Background: an optimization exercise with open tools, aiming at small area, a short achievable clock period and few clock cycles per item. Do not read the settings as production practice.
Where RTL was checked, it was by simulation tests only, not by an equivalence proof against the original.
With no activity given, the tool overestimates toggling in this design, so its power and IR-drop figures are unreliable.

==> trial 80: inputs <==
// simonTop
module simonTop
(
	input logic clk,
	input logic nR,
	input logic newData,
	input logic newKey,
	input logic readData,
	input logic [31:0] inData,
	input logic [7:0] infoIn,
	input logic [7:0] countIn,
	input logic [63:0] key,
	output logic [31:0] outData,
	output logic [7:0] infoOut,
	output logic [7:0] countOut,
	output logic doneData,
	output logic keyReady
);
==> flow/config.mk <==
export PLATFORM = sky130hd
export DESIGN_NAME = simonTop
export DESIGN_NICKNAME = simonTop
export VERILOG_FILES = /design/flow/design.v
export SDC_FILE = /design/flow/constraint.sdc
export NUM_CORES = 4
export LEC_CHECK = 0
export CAP_MARGIN = 20
export CORE_MARGIN = 2
export CORE_UTILIZATION = 65
export CTS_BUF_LIST = sky130_fd_sc_hd__clkbuf_4 sky130_fd_sc_hd__clkbuf_8
export PLACE_DENSITY = 0.75
export SETUP_SLACK_MARGIN = 3.8
export SLEW_MARGIN = 20
==> flow/constraint.sdc <==
create_clock -name core_clock -period 7.0 [get_ports {clk}]
set_input_delay 1.4000 -clock core_clock [delete_from_list [all_inputs] [get_ports {clk}]]
set_output_delay 1.4000 -clock core_clock [all_outputs]
set_load 0.01 [all_outputs]
standard.sh (not shown) runs the stock make flow with config.mk's settings and CLKGATE_MAP_FILE= SYNTH_SCRIPT=/design/flow/synth_recipe.tcl, a recipe that flattens the netlist after the stock synthesis.
==> flow/flow/run.sh <==
#!/bin/bash
# The standard layout, with plain buf_1 cells as the port buffers
export BUFFER_PORTS_ARGS="-buffer_cell sky130_fd_sc_hd__buf_1"
bash standard.sh > standard.log 2>&1
==> trial 29: changes against trial 80 <==
--- a/flow/design.v
+++ b/flow/design.v
@@ -49,39 +49,54 @@
 				roundsP[63:32] = {a, b};
 			end
 		end
 		roundsP[31:0] = {a, b};
 	endfunction
 	function automatic logic [15:0] ror(logic [15:0] x, int n);
 		ror = (x >> n) | (x << (16 - n));
 	endfunction
-	function automatic logic [16*(P+4)-1:0] stepP(logic [63:0] x, logic fwd, logic [P-1:0] zb);
-		logic [16*(P+4)-1:0] q;
-		logic [15:0] d1;
-		logic [15:0] d3;
-		q = '0;
-		q[63:0] = x;
-		for (int i = 0; i < P; i++)
+	function automatic logic [63:0] step4(logic [63:0] x, logic fwd, logic [3:0] zb);
+		logic [15:0] q [8];
+		logic [15:0] e;
+		logic [15:0] c;
+		for (int i = 0; i < 4; i++)
 		begin
-			d1 = q[16*(i+1) +: 16] ^ ror(q[16*(i+1) +: 16], 1);
-			d3 = q[16*(i+3) +: 16] ^ ror(q[16*(i+3) +: 16], 1);
+			q[i] = x[16*i +: 16];
+		end
+		for (int i = 0; i < 4; i++)
+		begin
+			e = q[i] ^ q[i+1] ^ ror(q[i+1], 1);
+			c = simonPkg::keyConst ^ {15'b0, zb[i]};
 			if (fwd)
 			begin
-				q[16*(i+4) +: 16] = q[16*i +: 16] ^ simonPkg::keyConst ^ {15'b0, zb[i]} ^ d1 ^ ror(d3, 3);
+				e = e ^ c;
 			end
 			else
 			begin
-				q[16*(i+4) +: 16] = q[16*i +: 16] ^ simonPkg::keyConst ^ {15'b0, zb[i]} ^ ror(d1, 3) ^ d3;
+				e = ror(e, 12) ^ ror(c, (3 * i + 12) % 16);
 			end
+			q[i+4] = e ^ ror(q[i+3] ^ ror(q[i+3], 1), 3);
+		end
+		for (int i = 0; i < 4; i++)
+		begin
+			step4[16*i +: 16] = fwd ? q[i+4] : ror(q[i+4], 4);
 		end
-		stepP = q;
 	endfunction
-	function automatic logic [63:0] revWords(logic [63:0] x);
-		revWords = {x[15:0], x[31:16], x[47:32], x[63:48]};
+	function automatic logic [63:0] roundKeys(logic [63:0] x, logic fwd);
+		for (int i = 0; i < 4; i++)
+		begin
+			roundKeys[16*i +: 16] = fwd ? x[16*i +: 16] : ror(x[16*i +: 16], (16 - 3 * i) % 16);
+		end
+	endfunction
+	function automatic logic [63:0] decStart(logic [63:0] x);
+		for (int i = 0; i < 4; i++)
+		begin
+			decStart[16*i +: 16] = ror(x[16*(3-i) +: 16], 3 * i);
+		end
 	endfunction
 	function automatic logic [P-1:0] zBits(logic [CB-1:0] c, logic fwd);
 		int j;
 		for (int s = 0; s < P; s++)
 		begin
 			j = P * int'(c) + s;
 			if (!fwd)
 			begin
@@ -106,46 +121,45 @@
 	logic [CB-1:0] cnt;
 	logic [P-1:0] zb;
 	logic [31:0] S;
 	logic [7:0] sInfo;
 	logic [7:0] sCount;
 	logic [63:0] W;
 	logic [63:0] K;
 	logic [63:0] E;
-	logic [16*(P+4)-1:0] QF;
-	logic [16*(P+4)-1:0] QB;
-	logic [16*(P+4)-1:0] Q;
+	logic fwd;
+	logic [63:0] Wn;
+	logic [63:0] RK;
 	logic [63:0] RR;
 	logic [31:0] RP;
 	logic [31:0] RL;
 	logic [31:0] RO;
 	logic [31:0] O;
 	logic [7:0] oInfo;
 	logic [7:0] oCount;
 	logic enc;
 	logic lastCyc;
 	logic expLast;
 	logic finish;
 	logic eWrite;
-	logic fwd;
 	assign dataRise = newData && !prevData;
 	assign keyRise = newKey && !prevKey;
 	assign enc = sInfo[6];
 	assign running = busy && !waitE;
 	assign lastCyc = (cnt == CB'(simonPkg::clks - 1));
 	assign expLast = (cnt == CB'(28 / P));
 	assign finish = running && lastCyc && !doneData;
 	assign startBlk = (dataRise && !busy && (infoIn[6] || eValid)) || (waitE && eValid);
 	assign startEnc = infoIn[6] && !waitE;
 	assign eWrite = !keyRise && expLast && ((expand && !kLoad) || (running && enc && !eValid));
-	assign QF = stepP(W, 1'b1, zb);
-	assign QB = stepP(W, 1'b0, zb);
-	assign Q = fwd ? QF : QB;
-	assign RR = roundsP(S, Q[16*P-1:0], simonPkg::lastRounds);
+	assign fwd = !running || enc;
+	assign Wn = step4(W, fwd, zb);
+	assign RK = roundKeys(W, fwd);
+	assign RR = roundsP(S, RK, simonPkg::lastRounds);
 	assign RP = RR[31:0];
 	assign RL = RR[63:32];
 	assign RO = resInS ? S : RL;
 	always_ff @(posedge clk or negedge nR)
 	begin
 		if (!nR)
 		begin
 			prevData <= 1'b0;
@@ -153,35 +167,26 @@
 			busy <= 1'b0;
 			waitE <= 1'b0;
 			expand <= 1'b0;
 			kLoad <= 1'b0;
 			eValid <= 1'b0;
 			resInS <= 1'b0;
 			cnt <= '0;
 			zb <= '0;
-			fwd <= 1'b1;
 			keyReady <= 1'b0;
 			doneData <= 1'b0;
 		end
 		else
 		begin
 			prevData <= newData;
 			prevKey <= newKey;
 			kLoad <= keyRise;
 			if (startBlk)
 			begin
-				fwd <= startEnc;
-			end
-			else if (!running || finish)
-			begin
-				fwd <= 1'b1;
-			end
-			if (startBlk)
-			begin
 				zb <= zBits('0, startEnc);
 			end
 			else if (kLoad)
 			begin
 				zb <= zBits('0, 1'b1);
 			end
 			else if (expand)
 			begin
@@ -274,21 +279,21 @@
 			K <= key;
 		end
 		if (startBlk || kLoad)
 		begin
 			W <= (kLoad || startEnc) ? K : E;
 		end
 		else
 		begin
-			W <= Q[16*P +: 64];
+			W <= Wn;
 		end
 		if (eWrite)
 		begin
-			E <= revWords(W);
+			E <= decStart(W);
 		end
 		if (finish)
 		begin
 			O <= RO;
 			oInfo <= sInfo ^ 8'h10;
 			oCount <= sCount;
 		end
 	end
Settings changed: ABC_CLOCK_PERIOD_IN_PS set to 2500, CORE_UTILIZATION 65 to 60, CTS_BUF_LIST sky130_fd_sc_hd__clkbuf_4 sky130_fd_sc_hd__clkbuf_8 to not set, PLACE_DENSITY 0.75 to 0.7.
==> build 31: changes against trial 80 <==
--- a/flow/design.v
+++ b/flow/design.v
@@ -49,39 +49,54 @@
 				roundsP[63:32] = {a, b};
 			end
 		end
 		roundsP[31:0] = {a, b};
 	endfunction
 	function automatic logic [15:0] ror(logic [15:0] x, int n);
 		ror = (x >> n) | (x << (16 - n));
 	endfunction
-	function automatic logic [16*(P+4)-1:0] stepP(logic [63:0] x, logic fwd, logic [P-1:0] zb);
-		logic [16*(P+4)-1:0] q;
-		logic [15:0] d1;
-		logic [15:0] d3;
-		q = '0;
-		q[63:0] = x;
-		for (int i = 0; i < P; i++)
+	function automatic logic [63:0] step4(logic [63:0] x, logic fwd, logic [3:0] zb);
+		logic [15:0] q [8];
+		logic [15:0] e;
+		logic [15:0] c;
+		for (int i = 0; i < 4; i++)
 		begin
-			d1 = q[16*(i+1) +: 16] ^ ror(q[16*(i+1) +: 16], 1);
-			d3 = q[16*(i+3) +: 16] ^ ror(q[16*(i+3) +: 16], 1);
+			q[i] = x[16*i +: 16];
+		end
+		for (int i = 0; i < 4; i++)
+		begin
+			e = q[i] ^ q[i+1] ^ ror(q[i+1], 1);
+			c = simonPkg::keyConst ^ {15'b0, zb[i]};
 			if (fwd)
 			begin
-				q[16*(i+4) +: 16] = q[16*i +: 16] ^ simonPkg::keyConst ^ {15'b0, zb[i]} ^ d1 ^ ror(d3, 3);
+				e = e ^ c;
 			end
 			else
 			begin
-				q[16*(i+4) +: 16] = q[16*i +: 16] ^ simonPkg::keyConst ^ {15'b0, zb[i]} ^ ror(d1, 3) ^ d3;
+				e = ror(e, 12) ^ ror(c, (3 * i + 12) % 16);
 			end
+			q[i+4] = e ^ ror(q[i+3] ^ ror(q[i+3], 1), 3);
+		end
+		for (int i = 0; i < 4; i++)
+		begin
+			step4[16*i +: 16] = fwd ? q[i+4] : ror(q[i+4], 4);
 		end
-		stepP = q;
 	endfunction
-	function automatic logic [63:0] revWords(logic [63:0] x);
-		revWords = {x[15:0], x[31:16], x[47:32], x[63:48]};
+	function automatic logic [63:0] roundKeys(logic [63:0] x, logic fwd);
+		for (int i = 0; i < 4; i++)
+		begin
+			roundKeys[16*i +: 16] = fwd ? x[16*i +: 16] : ror(x[16*i +: 16], (16 - 3 * i) % 16);
+		end
+	endfunction
+	function automatic logic [63:0] decStart(logic [63:0] x);
+		for (int i = 0; i < 4; i++)
+		begin
+			decStart[16*i +: 16] = ror(x[16*(3-i) +: 16], 3 * i);
+		end
 	endfunction
 	function automatic logic [P-1:0] zBits(logic [CB-1:0] c, logic fwd);
 		int j;
 		for (int s = 0; s < P; s++)
 		begin
 			j = P * int'(c) + s;
 			if (!fwd)
 			begin
@@ -106,46 +121,44 @@
 	logic [CB-1:0] cnt;
 	logic [P-1:0] zb;
 	logic [31:0] S;
 	logic [7:0] sInfo;
 	logic [7:0] sCount;
 	logic [63:0] W;
 	logic [63:0] K;
 	logic [63:0] E;
-	logic [16*(P+4)-1:0] QF;
-	logic [16*(P+4)-1:0] QB;
-	logic [16*(P+4)-1:0] Q;
+	logic fwd;
+	logic [63:0] Wn;
+	logic [63:0] RK;
 	logic [63:0] RR;
 	logic [31:0] RP;
 	logic [31:0] RL;
 	logic [31:0] RO;
 	logic [31:0] O;
 	logic [7:0] oInfo;
 	logic [7:0] oCount;
 	logic enc;
 	logic lastCyc;
 	logic expLast;
 	logic finish;
 	logic eWrite;
-	logic fwd;
 	assign dataRise = newData && !prevData;
 	assign keyRise = newKey && !prevKey;
 	assign enc = sInfo[6];
 	assign running = busy && !waitE;
 	assign lastCyc = (cnt == CB'(simonPkg::clks - 1));
 	assign expLast = (cnt == CB'(28 / P));
 	assign finish = running && lastCyc && !doneData;
 	assign startBlk = (dataRise && !busy && (infoIn[6] || eValid)) || (waitE && eValid);
 	assign startEnc = infoIn[6] && !waitE;
 	assign eWrite = !keyRise && expLast && ((expand && !kLoad) || (running && enc && !eValid));
-	assign QF = stepP(W, 1'b1, zb);
-	assign QB = stepP(W, 1'b0, zb);
-	assign Q = fwd ? QF : QB;
-	assign RR = roundsP(S, Q[16*P-1:0], simonPkg::lastRounds);
+	assign Wn = step4(W, fwd, zb);
+	assign RK = roundKeys(W, fwd);
+	assign RR = roundsP(S, RK, simonPkg::lastRounds);
 	assign RP = RR[31:0];
 	assign RL = RR[63:32];
 	assign RO = resInS ? S : RL;
 	always_ff @(posedge clk or negedge nR)
 	begin
 		if (!nR)
 		begin
 			prevData <= 1'b0;
@@ -274,21 +287,21 @@
 			K <= key;
 		end
 		if (startBlk || kLoad)
 		begin
 			W <= (kLoad || startEnc) ? K : E;
 		end
 		else
 		begin
-			W <= Q[16*P +: 64];
+			W <= Wn;
 		end
 		if (eWrite)
 		begin
-			E <= revWords(W);
+			E <= decStart(W);
 		end
 		if (finish)
 		begin
 			O <= RO;
 			oInfo <= sInfo ^ 8'h10;
 			oCount <= sCount;
 		end
 	end
Settings changed: CORE_UTILIZATION 65 to 70, PLACE_DENSITY 0.75 to 0.8, SETUP_SLACK_MARGIN 3.8 to 3.9.
==> notes <==
Trial 80 went through all stages and came out clean. Build 31 finished but failed the layout checks on max-capacitance violations, max-slew violations. Trial 29 finished clean. Against trial 29, the synthesized cell count of trial 80 is larger by about 5.7%. Worst hold slack: trial 29 < trial 80 < build 31. Routed wire length, lowest first: trial 80, trial 29, build 31. The lowest worst setup slack belongs to build 31, the highest to trial 80. Of trial 80 and trial 29, trial 80 has the higher flip-flop and latch count (gap 1). First-iteration DRC count, lowest first: trial 80, trial 29, build 31. Between build 31 and trial 29, the lower register-to-register slack is in build 31 (gap 1.2 ns). Of trial 80 and trial 29, trial 80 has the higher synthesized area (gap about 0.4%, measured against trial 29). Final cell count, lowest first: build 31, trial 80, trial 29. Design area, highest first: trial 29, build 31, trial 80.
==> figures <==
Data required time at the worst endpoint: trial 29 7.41 ns; trial 80 7.47 ns; build 31 7.19 ns
Post-synth net total: trial 29 1812; trial 80 1906; build 31 1751
Count of non-filler cells in the finished layout: trial 29 2477; trial 80 2399; build 31 2361
Number of buffer and inverter instances along the worst setup path: trial 29 1; trial 80 0; build 31 1
Final setup skew: trial 29 0.01958 ns; trial 80 0.05152 ns; build 31 0.05639 ns
Smallest setup slack after layout: trial 29 3.565 ns; trial 80 3.739 ns; build 31 2.370 ns
Initial antenna violation count: trial 29 1; trial 80 0; build 31 9
Worst Setup EP: trial 29 W[48]; trial 80 W[55]; build 31 O[13]
Number of clock buffers in the layout: trial 29 42; trial 80 75; build 31 72
HP Start: trial 29 sCount[7]; trial 80 sInfo[5]; build 31 sInfo[5]
Number of global-route vias before repair: trial 29 14660; trial 80 14090; build 31 14390
Status: trial 29 timing/DRC/antenna clean; trial 80 timing/DRC/antenna clean; build 31 failed layout checks
Violated checks: trial 29 -; trial 80 -; build 31 max-capacitance violations, max-slew violations
Beginning of the critical path: trial 29 W[51]; trial 80 W[54]; build 31 S[17]
Placement Setup Slack: trial 29 2.407 ns; trial 80 3.100 ns; build 31 2.663 ns
Clock input transition at the sequential cells of the worst setup and hold paths: trial 29 0.07 ns; trial 80 0.07 ns; build 31 0.08 ns
Well tap count: trial 29 448; trial 80 396; build 31 378
Number of non-clock inverters: trial 29 22; trial 80 22; build 31 34
Fraction of synthesized cell area taken by the top area cell type: trial 29 33.07%; trial 80 32.95%; build 31 34.56%
Simple-gate area share of the yosys netlist: trial 29 7.414%; trial 80 6.386%; build 31 5.657%
Critical Path Most Common Cell: trial 29 -; trial 80 xnor2_1; build 31 xnor2_2
Post-place instance area: trial 29 21330 µm²; trial 80 21210 µm²; build 31 20340 µm²
Testbench counts of build 31, summed over its fixed seeds: cycles 3,584, items 384.
No functional check of the RTL was part of trial 80 and trial 29.

[separate check: timing with driven ports]
No port has a modelled driver above. Below, the same layouts with a new extraction and two added sets of constraints.
Step 1 assumes that a clkbuf_16 drives the clock port and a buf_2 every other input.
Step 2 also shifts input and output timing later by t, the mid clock arrival at the registers, as if the neighbouring blocks saw the same clock.
Slacks: ideal ports / drivers / drivers and shift; pairs: ideal ports / drivers.
run	shift t [ns]	setup slack, ns	worst hold slack (ns)
trial 80	0.640	3.739 / 3.739 / 3.273	0.419 / 0.419 / 0.419
trial 29	0.599	3.565 / 3.565 / 3.244	0.417 / 0.417 / 0.417
build 31	0.670	2.370 / 2.370 / 2.370	0.423 / 0.423 / 0.423
For trial 80, which loses most, drivers alone change the setup slack by 0.000 ns; drivers and shift together by -0.466 ns.
